This is an optimization exercise on Yosys and OpenROAD, whose aim is small area, a short achievable clock period and few clock cycles, not a production implementation. At most, simulation tests tie the RTL to the original design; equivalence was not proved. Power is estimated from default activity; no workload was simulated.

== alpha ==
## line_rasterizer_interpolated
module line_rasterizer_interpolated
#(
    parameter int COORD_BITS = 6,
    parameter int DEPTH_BITS = 16,
    parameter int FRAC_BITS  = 16
) (
    input  wire logic                 aclk,
    input  wire logic                 aresetn,
    input  wire logic                 s_tvalid,
    output logic                      s_tready,
    input  wire logic [((2*(2*COORD_BITS+DEPTH_BITS+32)+7)/8)*8-1:0] s_tdata,
    output logic                      m_tvalid,
    input  wire logic                 m_tready,
    output logic [((2*COORD_BITS+DEPTH_BITS+32+7)/8)*8-1:0] m_tdata,
    output logic                      m_tlast
);
Settings: LEC_CHECK=0, CAP_MARGIN=5, CORE_MARGIN=2, CORE_UTILIZATION=40, CTS_CLUSTER_DIAMETER=80, CTS_CLUSTER_SIZE=24, SETUP_SLACK_MARGIN=4.2, SLEW_MARGIN=5; clock period 7.5 ns.
standard.sh (not shown) runs the stock make flow with config.mk's settings and CLKGATE_MAP_FILE= SYNTH_SCRIPT=/design/flow/synth_recipe.tcl, a recipe that flattens the netlist after the stock synthesis.
==> flow/flow/run.sh <==
#!/bin/bash
# Standard layout (the standard.sh, unchanged synthesis), with two changes:
# - the port buffers are plain buffers (sky130_fd_sc_hd__buf_2) instead of the
#   delay buffers buffer_ports picks by default;
# - clock tree synthesis uses clkbuf_8 buffers, sink clusters of up to 16
#   sinks within 60 um, and no dummy loads (CTS_ARGS replaces the CTS_CLUSTER_*
#   settings of config.mk).
# All tool output goes to standard.log here; ORFS also keeps its per-step logs
# under orfs/logs.
set -euo pipefail
export BUFFER_PORTS_ARGS="-buffer_cell sky130_fd_sc_hd__buf_2"
export CTS_ARGS="-sink_clustering_enable -repair_clock_nets -buf_list sky130_fd_sc_hd__clkbuf_8 -sink_clustering_size 16 -sink_clustering_max_diameter 60 -dont_use_dummy_load"
bash standard.sh > standard.log 2>&1
Setup changes, alpha to delta
--- a/flow/design.v
+++ b/flow/design.v
@@ -51,12 +51,13 @@
     input  wire logic         geo,        
     input  wire logic         geo_step,   
     input  wire logic         swap_c,     
     input  wire logic [2:0]   den_sm,     
     input  wire logic         int_en,     
     input  wire logic         int_first,  
+    input  wire logic         int_last,   
     input  wire logic [C-1:0] den,        
     output logic      [C-1:0] r_o,        
     output logic      [1:0]   nb_o,       
     input  wire logic [1:0]   qs_i,       
     input  wire logic [C-1:0] rs_i,       
     input  wire logic         swap,       
@@ -88,14 +89,16 @@
     logic [C:0] rb_n, fr_n, fr_nx;
     logic         carry;
     logic [W:0]   vsum;
     logic [W-1:0] fsel;
     assign diff  = {1'b0, b_val} - {1'b0, a_val};
     localparam bit LATE_CPL = W > 8;
-    assign nbits = q_reg[W-1 -: 2] ^ {2{LATE_CPL && dneg_reg}};
-    assign sbits = nbits;
+    logic cpl_top;
+    assign nbits   = q_reg[W-1 -: 2] ^ {2{LATE_CPL && dneg_reg}};
+    assign sbits   = q_reg[W-1 -: 2];
+    assign cpl_top = LATE_CPL && dneg_reg && !(int_en && int_last);
     assign r_o   = r_reg;
     assign nb_o  = sbits;
     assign qs    = qs_i;
     assign rs    = rs_i;
     assign fsel  = swap ? b_val : a_val;
     always_comb begin
@@ -118,21 +121,22 @@
         fr_n  = neg_reg ? {1'b0, ra_n} : rb_n;
         carry = !fr_reg[C] && !(zz_reg && frz_reg);
         fr_nx = fr_reg + (carry ? rb_reg : ({1'b0, ra_reg}));
         vsum  = {v_reg, 1'b1} + {inc_reg, carry ^ wneg_reg};
     end
     always_ff @(posedge aclk) begin
-        dneg_reg <= diff[W];
         if (ld_diff) begin
+            dneg_reg <= diff[W];
             q_reg    <= diff[W-1:0] ^ {W{!LATE_CPL && diff[W]}};
         end else if (geo) begin
             neg_reg <= dneg_reg ^ swap_c;
             if (geo_step)
-                q_reg <= {q_reg[W-3:0], q0};
+                q_reg <= {q_reg[W-3 -: 2] ^ {2{cpl_top}}, q_reg[W-5:0], q0};
         end else if (int_en) begin
-            q_reg <= {q_reg[W-3:2], q_reg[1:0] ^ {2{neg_reg && int_first}},
+            q_reg <= {q_reg[W-3 -: 2] ^ {2{cpl_top}}, q_reg[W-5:2],
+                      q_reg[1:0] ^ {2{neg_reg && int_first}},
                       qs ^ {2{neg_reg}}};
         end
         if (geo)
             r_reg <= geo_step ? r0 : '0;
         else if (int_en)
             r_reg <= rs;
@@ -263,16 +267,18 @@
             cnt_reg  <= st_int ? cnt_reg + 1'b1 : '0;
             cx_reg   <= st_geo || (st_int && (cnt_reg < 3'(C_INT-1)));
             cy_reg   <= st_int && (cnt_reg >= 3'(C_INT-1)) && (cnt_reg < 3'(2*C_INT-1));
         end
     end
     always_ff @(posedge aclk) begin
-        xgt_reg <= dxp[C];
-        ygt_reg <= dyp[C];
-        adx_reg <= dxp[C] ? dxn[C-1:0] : dxp[C-1:0];
-        ady_reg <= dyp[C] ? dyn[C-1:0] : dyp[C-1:0];
+        if (ld_diff) begin
+            xgt_reg <= dxp[C];
+            ygt_reg <= dyp[C];
+            adx_reg <= dxp[C] ? dxn[C-1:0] : dxp[C-1:0];
+            ady_reg <= dyp[C] ? dyn[C-1:0] : dyp[C-1:0];
+        end
         if (geo) begin
             span_reg   <= span_c;
             span3_reg  <= span3_c;
             nmin_reg   <= nmin_c;
             xmaj_reg   <= xmaj_c;
             swap_reg   <= swap_c;
@@ -290,13 +296,13 @@
     lri_chan #(.W(DEPTH_BITS), .C(C)) u_depth (
         .aclk     (aclk),
         .a_val    (s_tdata[2*C+DEPTH_BITS-1:2*C]),
         .b_val    (s_tdata[PT_W+2*C+DEPTH_BITS-1:PT_W+2*C]),
         .ld_diff  (ld_diff),  .geo (geo), .geo_step (1'b1),
         .swap_c   (swap_c),   .den_sm (span_sm),
-        .int_en   (int_d),    .int_first (st_int && (cnt_reg == '0)),
+        .int_en   (int_d),    .int_first (st_int && (cnt_reg == '0)), .int_last (int_last),
         .den      (span_reg),
         .r_o      (dr),       .nb_o (dnb), .qs_i (dqs), .rs_i (drs),
         .swap     (swap_reg),
         .n_load   (n_load),   .stash (stash), .d_load (d_load),
         .pw       (pw_reg),   .step (step),
         .v        (zv)
@@ -319,12 +325,13 @@
             .a_val    (s_tdata[PT_W-1-CW*k -: CW]),
             .b_val    (s_tdata[2*PT_W-1-CW*k -: CW]),
             .ld_diff  (ld_diff),  .geo (geo), .geo_step (1'b1),
             .swap_c   (swap_c),   .den_sm (span_sm),
             .int_en   ((k % 2 == 0) ? cx_reg : cy_reg),
             .int_first(st_int && (cnt_reg == ((k % 2 == 0) ? 3'd0 : 3'(C_INT)))),
+            .int_last (1'b0),
             .den      (span_reg),
             .r_o      (cr[k]),    .nb_o (cnb[k]), .qs_i (cqs[k/2]), .rs_i (crs[k/2]),
             .swap     (swap_reg),
             .n_load   (n_load),   .stash (stash), .d_load (d_load),
             .pw       (pw_reg),   .step (step),
             .v        (cv[k])
Findings:
- delta has via count of the first global-routing pass above what alpha had.
- Combined flip-flop and latch cell area went up slightly going from alpha to delta.
- Comparing alpha and delta, largest net degree at the start of global routing is lower on delta.
- delta: full flow OK, the timing, DRC and antenna checks passed
- alpha finished all stages; the layout is clean.
- Diff alpha -> delta: top achievable clock speed picked up an extra 0.97%; met1 capacity usage during global routing picked up an extra 0.53 points; worst-case hold slack picked up an extra 11 ps.
No functional check of the RTL was part of any run of this note.

Setup of run B:
Another version of the RTL of line_rasterizer_interpolated (not shown whole).
For scale: ~3100 cells after synthesis, about 400 flip-flops, roughly 190 I/O pins, about 31000 µm² of cells after synthesis.
==> module lri_chan, before the edit <==
module lri_chan #(
    parameter int W = 16,
    parameter int C = 6
) (
    input  wire logic         aclk,
    input  wire logic [W-1:0] a_val,      
    input  wire logic [W-1:0] b_val,      
    input  wire logic         ld_diff,    
    input  wire logic         geo,        
    input  wire logic         geo_step,   
    input  wire logic         swap_c,     
    input  wire logic [2:0]   den_sm,     
    input  wire logic         int_en,     
    input  wire logic         int_first,  
    input  wire logic [C-1:0] den,        
    input  wire logic [C+1:0] den3,       
    input  wire logic         swap,       
    input  wire logic         n_load,     
    input  wire logic         stash,      
    input  wire logic         d_load,     
    input  wire logic         pw,         
    input  wire logic         step,       
    output logic      [W-1:0] v           
);
    logic [W-1:0] q_reg;                  
    logic [C-1:0] r_reg;                  
    logic         dneg_reg;               
    logic         neg_reg;                
    logic [W-1:0] v_reg;
    logic [W-1:0] inc_reg;                
    logic [C-1:0] ra_reg;                 
    logic [C:0] rb_reg;            
    logic [C:0] fr_reg;            
    logic         wneg_reg;
    logic         zz_reg;                 
    logic         zkn_reg;                
    logic         frz_reg;                
    logic [W:0]   diff;
    logic [1:0]   q0, qs;
    logic [C-1:0] r0, rs;
    logic [1:0]   sbits, nbits;
    logic [C-1:0] ra_n;
    logic [C:0] rb_n, fr_n, fr_nx;
    logic         carry;
    logic [W:0]   vsum;
    logic [W-1:0] fsel;
    assign diff  = {1'b0, b_val} - {1'b0, a_val};
    assign nbits = q_reg[W-1 -: 2] ^ {2{dneg_reg}};
    assign sbits = nbits;
    assign fsel  = swap ? b_val : a_val;
    always_comb begin
        q0 = '0;
        r0 = C'(nbits);
        if (den_sm[0]) begin
            q0 = nbits;
            r0 = '0;
        end else if (den_sm[1]) begin
            q0 = {1'b0, nbits[1]};
            r0 = C'(nbits[0]);
        end else if (den_sm[2] && (nbits == 2'd3)) begin
            q0 = 2'd1;
            r0 = '0;
        end
    end
    lri_divider #(.DEN_W(C)) u_step (
        .r_in (r_reg), .bits (sbits), .den (den), .den3 (den3),
        .q    (qs),    .r_out (rs)
    );
    always_comb begin
        ra_n  = r_reg + C'(dneg_reg);
        rb_n  = ({1'b0, ra_n}) - ({1'b0, den});
        fr_n  = neg_reg ? {1'b0, ra_n} : rb_n;
        carry = !fr_reg[C] && !(zz_reg && frz_reg);
        fr_nx = fr_reg + (carry ? rb_reg : ({1'b0, ra_reg}));
        vsum  = {v_reg, 1'b1} + {inc_reg, carry ^ wneg_reg};
    end
    always_ff @(posedge aclk) begin
        if (ld_diff) begin
            dneg_reg <= diff[W];
            q_reg    <= diff[W-1:0];
        end else if (geo) begin
            neg_reg <= dneg_reg ^ swap_c;
            if (geo_step)
                q_reg <= {q_reg[W-3:0], q0};
        end else if (int_en) begin
            q_reg <= {q_reg[W-3:2], q_reg[1:0] ^ {2{neg_reg && int_first}},
                      qs ^ {2{neg_reg}}};
        end
        if (geo)
            r_reg <= geo_step ? r0 : '0;
        else if (int_en)
            r_reg <= rs;
    end
    always_ff @(posedge aclk) begin
        if (n_load || stash) begin
            ra_reg   <= ra_n;
            rb_reg   <= rb_n;
            fr_reg   <= fr_n;
            frz_reg  <= fr_n == '0;
            wneg_reg <= neg_reg;
        end else if (step) begin
            fr_reg  <= fr_nx;
            frz_reg <= fr_nx == '0;
        end
        if (n_load || stash) begin
            zz_reg  <= neg_reg;
            zkn_reg <= 1'b0;
        end else if (step) begin
            zz_reg  <= wneg_reg || ((zkn_reg || frz_reg) ? zz_reg : !pw);
            zkn_reg <= zkn_reg || frz_reg;
        end
        if (n_load || d_load)
            inc_reg <= q_reg;
        else if (stash)
            inc_reg <= fsel;
        if (n_load)
            v_reg <= fsel;
        else if (d_load)
            v_reg <= inc_reg;
        else if (step)
            v_reg <= vsum[W:1];
    end
    assign v = v_reg;
endmodule
export LEC_CHECK = 0
export CAP_MARGIN = 5
export CORE_MARGIN = 2
export CORE_UTILIZATION = 40
export CTS_CLUSTER_DIAMETER = 80
export CTS_CLUSTER_SIZE = 24
export SETUP_SLACK_MARGIN = 4.55
export SLEW_MARGIN = 5
create_clock -name core_clock -period 7.5 [get_ports {aclk}]
==> flow/flow/run.sh <==
#!/bin/bash
# Standard layout, with two changes: the port buffers are made from plain
# buffers (sky130_fd_sc_hd__buf_2) instead of the delay buffers buffer_ports
# picks, and clock tree synthesis adds no dummy loads.
set -euo pipefail
export BUFFER_PORTS_ARGS="-buffer_cell sky130_fd_sc_hd__buf_2"
export CTS_ARGS="-sink_clustering_enable -repair_clock_nets -sink_clustering_size 24 -sink_clustering_max_diameter 80 -dont_use_dummy_load"
bash standard.sh > standard.log 2>&1
Testbench counts of run B, summed over its fixed seeds: cycles 38,956.
The following lists how run X was set up differently from run B:
--- a/flow/design.v
+++ b/flow/design.v
@@ -85,11 +85,12 @@
     logic [C:0] rb_n, fr_n, fr_nx;
     logic         carry;
     logic [W:0]   vsum;
     logic [W-1:0] fsel;
     assign diff  = {1'b0, b_val} - {1'b0, a_val};
-    assign nbits = q_reg[W-1 -: 2] ^ {2{dneg_reg}};
+    localparam bit LATE_CPL = W > 8;
+    assign nbits = q_reg[W-1 -: 2] ^ {2{LATE_CPL && dneg_reg}};
     assign sbits = nbits;
     assign fsel  = swap ? b_val : a_val;
     always_comb begin
         q0 = '0;
         r0 = C'(nbits);
@@ -117,11 +118,11 @@
         vsum  = {v_reg, 1'b1} + {inc_reg, carry ^ wneg_reg};
     end
     always_ff @(posedge aclk) begin
         if (ld_diff) begin
             dneg_reg <= diff[W];
-            q_reg    <= diff[W-1:0];
+            q_reg    <= diff[W-1:0] ^ {W{!LATE_CPL && diff[W]}};
         end else if (geo) begin
             neg_reg <= dneg_reg ^ swap_c;
             if (geo_step)
                 q_reg <= {q_reg[W-3:0], q0};
         end else if (int_en) begin
Having completed the whole flow, run X delivered a layout that passed the timing, DRC and antenna checks.
Status: power after layout parity (run B, run X)
The routed length on met1 in run X sits 3.6% above the value recorded for run B.
[compare] base=run B new=run X: area added between synthesis and finish higher, post-placement setup slack higher, worst slew margin relative to its limit lower.
The higher routed wire length of run X and run B is in run X.
Multi-input gate share of the layout cell area (run X over run B): increase, 0.41 points
The RTL of run X was laid out without a check of its function.

[static timing again, ports no longer ideal]
The flow's constraints put no driver on any port. The routed layouts listed below were extracted and timed again, unchanged, in two steps. Step 1 sets driving cells, clkbuf_16 on the clock port and buf_2 on the other inputs (assumed; they add their load-dependent delay and slew). Step 2 moves the port delays by t, midway between the first and last clock arrival at a register: inputs arrive t later, outputs are due t later. That takes back most of the time a late clock gives input paths. Three values: ideal, step 1, step 2; two values: the first two.
run	t, ns	setup slack, ns	clock arrival spread, ns
alpha	0.666	4.185 / 4.185 / 3.618	0.104 / 0.104
delta	0.654	4.217 / 4.248 / 3.594	0.104 / 0.104
run B	0.651	4.335 / 4.364 / 3.712	0.087 / 0.087
run X	0.653	4.369 / 4.376 / 3.723	0.053 / 0.052
After both steps every run listed still meets setup and hold. For run X, which loses most, drivers alone change the setup slack by +0.007 ns; drivers and shift together by -0.646 ns.
